Background: an optimization exercise with open tools, aiming at small area, a short achievable clock period and few clock cycles per item. Do not read the settings as production practice. The RTL was checked by simulation tests, not by an equivalence proof against the original design. No activity file was given, so power comes from the tool's default toggle rates.

Setup of run 1:
## aud_ima_adpcm_stream_decoder_unit
module aud_ima_adpcm_stream_decoder_unit (
  input  wire logic        clk,
  input  wire logic        rst,
  input  wire logic        s_axis_tvalid,
  output logic             s_axis_tready,
  input  wire logic [7:0]  s_axis_tdata,    
  input  wire logic        s_axis_tlast,    
  output logic             m_axis_tvalid,
  input  wire logic        m_axis_tready,
  output logic [31:0]      m_axis_tdata,    
  output logic             m_axis_tlast     
);
Size: roughly 1000 cells after synthesis, about 170 flip-flops, ~0.011 mm2 of cells after synthesis.
Settings: LEC_CHECK=0, CAP_MARGIN=20, CORE_MARGIN=2, CORE_UTILIZATION=40, SETUP_SLACK_MARGIN=5, SLEW_MARGIN=20, TNS_END_PERCENT=5; clock period 11.0 ns.
standard.sh (not shown) runs the stock make flow with config.mk's settings and CLKGATE_MAP_FILE= SYNTH_SCRIPT=/design/flow/synth_recipe.tcl, a recipe that flattens the netlist after the stock synthesis.
==> flow/flow/run.sh <==
#!/bin/bash
# The standard layout, with: timing repair aiming for 7.25 ns of setup slack at
# the design's clock period; every port buffered with buf_4 (the standard
# flow's choice is a delay buffer); clock tree synthesis without dummy loads.
# config.mk's settings otherwise. ORFS's per-step logs stay under orfs/logs;
# make's own output goes to make_finish.log.
set -euo pipefail
bash standard.sh SETUP_SLACK_MARGIN=7.25 \
  BUFFER_PORTS_ARGS="-buffer_cell sky130_fd_sc_hd__buf_4" \
  CTS_ARGS="-sink_clustering_enable -repair_clock_nets -dont_use_dummy_load" \
  finish > make_finish.log 2>&1
Testbench counts of run 1, summed over its fixed seeds: cycles 33,056, samples 31,880.
> inputs changed (run 1 -> run 2)
==> flow/flow/run.sh <==
#!/bin/bash
# The standard layout, with: timing repair aiming for 7.5 ns of setup slack at
# the design's clock period; every port buffered with buf_2 (the standard
# flow's choice is a delay buffer); clock tree synthesis with clkbuf_8 and without dummy loads.
# config.mk's settings otherwise. ORFS's per-step logs stay under orfs/logs;
# make's own output goes to make_finish.log.
set -euo pipefail
bash standard.sh SETUP_SLACK_MARGIN=7.5 \
  BUFFER_PORTS_ARGS="-buffer_cell sky130_fd_sc_hd__buf_2" \
  CTS_ARGS="-sink_clustering_enable -repair_clock_nets -dont_use_dummy_load -buf_list sky130_fd_sc_hd__clkbuf_8" \
  finish > make_finish.log 2>&1
Results
Result: PASS for each of run 2 and run 1
Run 2 ended up with u_dp.pred[2] as its capture point of the critical path; run 1 ended up with u_dp.da[3].
From run 1 to run 2 the numbers moved as follows: worst-case clock skew climbed 18 ps; worst endpoint required time climbed 20 ps; count of max-cap constraint violations level; number of cells produced by synthesis neither gained nor lost much.
Timing-limited maximum frequency (run 2 over run 1): increase, 7.7 MHz
Against run 1, met2 wirelength from detailed routing in run 2 rose by a few percent.
Run 2 against run 1; post-route cell area is down slightly.
Setup changes, run 2 to run 3
Settings: a change of CORE_UTILIZATION from 40 to 55.
==> flow/flow/run.sh <==
#!/bin/bash
# The standard layout, with: timing repair aiming for 7.5 ns of setup slack at
# the design's clock period; every port buffered with buf_2 (the standard
# flow's choice is a delay buffer); clock tree synthesis without dummy loads.
# config.mk's settings otherwise. ORFS's per-step logs stay under orfs/logs;
# make's own output goes to make_finish.log.
set -euo pipefail
bash standard.sh SETUP_SLACK_MARGIN=7.5 \
  BUFFER_PORTS_ARGS="-buffer_cell sky130_fd_sc_hd__buf_2" \
  CTS_ARGS="-sink_clustering_enable -repair_clock_nets -dont_use_dummy_load" \
  finish > make_finish.log 2>&1
==> run summary <==
Compare run 2 and run 3 | largest stage delay on the critical path lower: run 3. Final period demand of the worst path: run 3 vs run 2 down 38 ps. Summary: with run 2 as the reference, total clock network power in run 3 moved up by more than a quarter. Run 3 vs run 2, busiest metal layer after global routing: met1 vs met2. Area: run 3 vs run 2 -> run 3 larger. Final worst-path cycle share: run 3 vs run 2 down 0.35 points. Max largest clock skew in the final design across run 2 and run 3: run 2.
Setup changes, run 3 to run 4
Settings: swapping 55 for 40 in CORE_UTILIZATION.
==> flow/flow/run.sh <==
#!/bin/bash
set -euo pipefail
bash standard.sh SETUP_SLACK_MARGIN=7.25 \
  CTS_ARGS="-sink_clustering_enable -repair_clock_nets -dont_use_dummy_load" \
  finish > make_finish.log 2>&1
Notes after the runs:
- Between run 3 and run 4, the setup skew after layout figures differ only marginally.
- The run with more routed wire is run 3, not run 4.
- The share of the clock period used by the worst path reported for run 4 is greater than that of run 3 by 1.9 points.
- Share of power burned in the clock network is lower on run 4
- Compared with run 3, run 4 shows a lower upper clock frequency limit.


run A:
aud_ima_adpcm_stream_decoder_unit, a different RTL version from the one above (not shown whole).
Size: about 170 flip-flops, ~48 I/O pins, ~11,000 um2 of cells after synthesis.
## aud_ima_adpcm_stream_decoder_unit
module aud_ima_adpcm_stream_decoder_unit (
  input  wire logic        clk,
  input  wire logic        rst,
  input  wire logic        s_axis_tvalid,
  output logic             s_axis_tready,
  input  wire logic [7:0]  s_axis_tdata,    
  input  wire logic        s_axis_tlast,    
  output logic             m_axis_tvalid,
  input  wire logic        m_axis_tready,
  output logic [31:0]      m_axis_tdata,    
  output logic             m_axis_tlast     
);
Settings: LEC_CHECK=0, CAP_MARGIN=70, CORE_MARGIN=2, CORE_UTILIZATION=40, SETUP_SLACK_MARGIN=5, SLEW_MARGIN=70; clock period 11.0 ns.
==> flow/flow/run.sh <==
#!/bin/bash
set -euo pipefail
bash standard.sh SETUP_SLACK_MARGIN=8 finish > make_finish.log 2>&1
The final layout from run A, which completed every stage, passed the timing, design-rule and antenna checks at the end of the flow.
Testbench counts of run A, summed over its fixed seeds: cycles 33,056, samples 31,880.
Changes in run B relative to run A:
==> flow/flow/run.sh <==
#!/bin/bash
set -euo pipefail
bash standard.sh SETUP_SLACK_MARGIN=7.5 finish > make_finish.log 2>&1
==> comparison <==
- Run B vs run A — total power divided by cell area rose 7.2%.
- The critical path capture point comes out m_axis_tdata[2] in one run and u_dp.da[7] in the other, namely in run B and run A respectively.
- In summary, run B completed successfully, with a layout that passed the timing, design-rule and antenna checks.
- Run A and run B ended up with nearly the same power.
- | design area | run B vs run A | better |
> inputs changed (run B -> run C)
==> flow/flow/run.sh <==
#!/bin/bash
set -euo pipefail
bash standard.sh SETUP_SLACK_MARGIN=7 \
  CTS_ARGS="-sink_clustering_enable -repair_clock_nets -dont_use_dummy_load" \
  finish > make_finish.log 2>&1
-- flow/config.mk --
<<< run B, line 8
export CAP_MARGIN = 70
export CORE_MARGIN = 2
export CORE_UTILIZATION = 40
export SETUP_SLACK_MARGIN = 5
export SLEW_MARGIN = 70
>>> run C, line 8
export CAP_MARGIN = 70
export CORE_MARGIN = 2
export CORE_UTILIZATION = 60
export SETUP_SLACK_MARGIN = 5
export SLEW_MARGIN = 70
==> run summary <==
- Of the two values seen for slowest cell on the critical path, sky130_fd_sc_hd__fa_1 was produced by run C and sky130_fd_sc_hd__edfxtp_1 by run B.
- Run comparison: run B most crowded layer after global routing met2; run C most crowded layer after global routing met1
- Run C ended with less number of antenna violations at the first check in global routing than run B.
- Diff run B -> run C: number of well-tap cells placed moved down; depth of the critical timing path with buffers and inverters included moved up; sequential portion of the cell area moved up; proportion of power drawn by combinational gates moved down; total vias in the final route moved down.
- Reported for run B and run C, total overflow reported by the global router turned out identical to the last digit.
- Cmp run B and run C / pin count of the biggest net entering global routing / higher: run C
### run C -> run D
-- flow/config.mk --
<<< run C, line 8
export CAP_MARGIN = 70
export CORE_MARGIN = 2
export CORE_UTILIZATION = 60
export SETUP_SLACK_MARGIN = 5
export SLEW_MARGIN = 70
>>> run D, line 8
export CAP_MARGIN = 70
export CORE_MARGIN = 2
export CORE_UTILIZATION = 40
export GPL_ROUTABILITY_DRIVEN = 0
export GPL_TIMING_DRIVEN = 1
export SETUP_SLACK_MARGIN = 5
export SLEW_MARGIN = 70
export TNS_END_PERCENT = 5
==> run summary <==
Run D ran to completion and came out clean on the timing, design-rule and antenna checks. Power dissipated in combinational cells: run C vs run D — no meaningful difference. Compared to run C, run D has met3 wirelength from detailed routing 27% lower. Re total of max-cap violations: no difference whatsoever between run C and run D. NOTE: transition time at the pin with the least slew margin in run D falls short of that of run C. Setup slack: run D lower than run C. Compared with run C, run D shows clock power that has gone down slightly.
### run D -> run E
==> flow/flow/run.sh <==
#!/bin/bash
set -euo pipefail
bash standard.sh SETUP_SLACK_MARGIN=6.5 finish > make_finish.log 2>&1
-- flow/config.mk --
<<< run D, line 9
export CORE_MARGIN = 2
export CORE_UTILIZATION = 40
export GPL_ROUTABILITY_DRIVEN = 0
export GPL_TIMING_DRIVEN = 1
export SETUP_SLACK_MARGIN = 5
export SLEW_MARGIN = 70
export TNS_END_PERCENT = 5
>>> run E, line 9
export CORE_MARGIN = 2
export CORE_UTILIZATION = 40
export SETUP_SLACK_MARGIN = 5
export SLEW_MARGIN = 70
--- outcome ---
- Per the final summary, run E finished and its layout is clean on timing, DRC and antenna.
- Total wire length after detailed routing (run E vs. run D) increases slightly
- The clock skew of run E was superior to that of run D.
- Run E against run D: total instance count after detailed placement went down by about 0.46%; clock network power now larger; total met3 wirelength after detailed routing went up 190 um.
- Leakage power of the design grows slightly when moving from run D to run E.
- Run comparison: run D start-to-end type of the worst setup path in -> reg; run E start-to-end type of the worst setup path reg -> reg
- There was hardly any difference in standard-cell row count between run D and run E.
- Comparing run D with run E, the sequential share of layout area came out essentially unchanged.
- For synthesized netlist cell count, run E and run D come out practically identical.
> inputs changed (run E -> run F)
==> flow/flow/run.sh <==
#!/bin/bash
set -euo pipefail
bash standard.sh SETUP_SLACK_MARGIN=7 \
  CTS_ARGS="-sink_clustering_enable -repair_clock_nets -dont_use_dummy_load" \
  finish > make_finish.log 2>&1
-- flow/config.mk --
<<< run E, line 11
export SETUP_SLACK_MARGIN = 5
export SLEW_MARGIN = 70
>>> run F, line 11
export SETUP_SLACK_MARGIN = 5
export SLEW_MARGIN = 70
export TNS_END_PERCENT = 5
==> comparison <==
NOTE: clock buffer and inverter area fraction after layout in run F falls short of that of run E
Run E reports its highest-utilization routing layer at the global route stage as met2 while run F reports met1.
Wire: run F routes less than run E
Diff run E and run F: final hold slack higher in run E
Compared with run E, run F improves leakage dissipation.
Critical path depth, run E and run F: lower on run F
Vias after detailed routing across run E and run F: no real change.
On cell count, the higher figure sits with run E, not run F.


RTL: one of the versions met above, not the one the previous note started from.
For scale: roughly 1000 cells after synthesis, about 170 flip-flops, about 48 I/O pins, roughly 11000 um2 of cells after synthesis.
export LEC_CHECK = 0
export CAP_MARGIN = 20
export CORE_MARGIN = 2
export CORE_UTILIZATION = 40
export SETUP_SLACK_MARGIN = 5
export SLEW_MARGIN = 20
export TNS_END_PERCENT = 5
create_clock -name core_clock -period 11.0 [get_ports {clk}]
==> flow/flow/run.sh <==
#!/bin/bash
set -euo pipefail
bash standard.sh SETUP_SLACK_MARGIN=7.5 \
  CTS_ARGS="-sink_clustering_enable -repair_clock_nets -dont_use_dummy_load" \
  finish > make_finish.log 2>&1
The baseline completed without violations.
Testbench counts at the start, summed over its fixed seeds: cycles 33,056, samples 31,880.
Edit:
==> flow/flow/run.sh (replaced) <==
#!/bin/bash
set -euo pipefail
bash standard.sh SETUP_SLACK_MARGIN=7 \
  CTS_ARGS="-sink_clustering_enable -repair_clock_nets -dont_use_dummy_load" \
  finish > make_finish.log 2>&1
Effect: Routed wire length goes down by 3.2%; non-clock buffer count goes down by 23; via count goes down by 2.8%.
Edit:
==> flow/flow/run.sh (replaced) <==
#!/bin/bash
# The standard layout, with: timing repair aiming for 7.75 ns of setup slack at
# the design's clock period; every port buffered with buf_2 (the standard
# flow's choice is a delay buffer); clock tree synthesis without dummy loads.
# config.mk's settings otherwise. ORFS's per-step logs stay under orfs/logs;
# make's own output goes to make_finish.log.
set -euo pipefail
bash standard.sh SETUP_SLACK_MARGIN=7.75 \
  BUFFER_PORTS_ARGS="-buffer_cell sky130_fd_sc_hd__buf_2" \
  CTS_ARGS="-sink_clustering_enable -repair_clock_nets -dont_use_dummy_load" \
  finish > make_finish.log 2>&1
Effect: Clock skew increases by 0.0034 ns. Flip-flop and latch count does not change. Register-to-register slack gets better by 0.28 ns. Final cell count increases by a few percent. Critical path depth is unchanged. Wire length increases by a few percent.


before:
Starting RTL as in the previous note.
clock: 11.0 ns
lec_check: 0
cap_margin: 20
core_margin: 2
core_utilization: 40
setup_slack_margin: 5
slew_margin: 20
tns_end_percent: 5
==> flow/flow/run.sh <==
#!/bin/bash
# The standard layout, with: timing repair aiming for 7.25 ns of setup slack at
# the design's clock period; every port buffered with buf_2 (the standard
# flow's choice is a delay buffer); clock tree synthesis without dummy loads.
# config.mk's settings otherwise. ORFS's per-step logs stay under orfs/logs;
# make's own output goes to make_finish.log.
set -euo pipefail
bash standard.sh SETUP_SLACK_MARGIN=7.25 \
  BUFFER_PORTS_ARGS="-buffer_cell sky130_fd_sc_hd__buf_2" \
  CTS_ARGS="-sink_clustering_enable -repair_clock_nets -dont_use_dummy_load" \
  finish > make_finish.log 2>&1
before ended with every stage complete and zero timing, DRC or antenna violations.
Testbench counts of before, summed over its fixed seeds: cycles 33,056, samples 31,880.
For after, these inputs were changed with respect to before:
diff --git a/flow/flow/run.sh b/flow/flow/run.sh
--- a/flow/flow/run.sh
+++ b/flow/flow/run.sh
@@ -1,3 +1,3 @@
 #!/bin/bash
-# The standard layout, with: timing repair aiming for 7.25 ns of setup slack at
+# The standard layout, with: timing repair aiming for 7.5 ns of setup slack at
 # the design's clock period; every port buffered with buf_2 (the standard
@@ -7,3 +7,3 @@
 set -euo pipefail
-bash standard.sh SETUP_SLACK_MARGIN=7.25 \
+bash standard.sh SETUP_SLACK_MARGIN=7.5 \
   BUFFER_PORTS_ARGS="-buffer_cell sky130_fd_sc_hd__buf_2" \
- Comparing after and before, total length of routed wires is lower on before.
- Against before, final non-filler cell area in after rose slightly.
- The run showing the greater fraction of cell area in non-clock buffers is after.

-- separate check: timing with driven ports --
Ports are ideal in the flow. The routed layouts listed here were re-timed in OpenROAD.
Step 1 (the two cells are an assumption about what drives the block):
set clk [get_ports {clk}]
set_driving_cell -lib_cell sky130_fd_sc_hd__clkbuf_16 $clk
set_driving_cell -lib_cell sky130_fd_sc_hd__buf_2 [delete_from_list [all_inputs] $clk]
Step 2 moves the port delays by t, midway between the first and last clock arrival at a register: inputs arrive t later, outputs are due t later. That takes back most of the time a late clock gives input paths.
a / b / c = ideal ports / drivers / drivers and shift; a / b = the first two.
run	shift t [ns]	setup slack, ns	worst setup path after step 2	clock arrival spread, ns	worst data-port slew with drivers (ns)
run 1	0.463	7.247 / 7.247 / 7.087	input to register	0.024 / 0.024	0.05
run 2	0.496	7.353 / 7.353 / 7.078	input to register	0.041 / 0.041	0.04
run 3	0.465	7.391 / 7.391 / 7.088	input to register	0.031 / 0.030	0.03
run 4	0.467	7.177 / 7.131 / 6.960	input to register	0.036 / 0.037	0.03
run A	0.477	7.626 / 7.582 / 7.300	input to register	0.021 / 0.021	0.05
run B	0.472	7.445 / 7.400 / 7.126	input to register	0.014 / 0.014	0.04
run C	0.469	7.148 / 7.148 / 6.803	input to register	0.037 / 0.037	0.04
run D	0.471	7.078 / 7.091 / 6.632	input to register	0.044 / 0.044	0.04
run E	0.477	6.773 / 6.773 / 6.750	input to register	0.017 / 0.017	0.04
run F	0.463	7.152 / 7.152 / 6.720	input to register	0.040 / 0.039	0.05
the first run of note 3	0.465	7.311 / 7.268 / 6.980	input to register	0.034 / 0.034	0.03
the second run of note 3	0.469	7.063 / 7.063 / 6.705	input to register	0.029 / 0.030	0.05
the third run of note 3	0.462	7.346 / 7.346 / 7.119	input to register	0.025 / 0.025	0.04
before	0.463	7.286 / 7.286 / 7.108	input to register	0.028 / 0.028	0.04
after	0.461	7.382 / 7.382 / 7.117	input to register	0.028 / 0.028	0.04
After both steps setup and hold are still met in every run listed. For run D, which loses most, drivers alone change the setup slack by +0.013 ns; drivers and shift together by -0.446 ns.
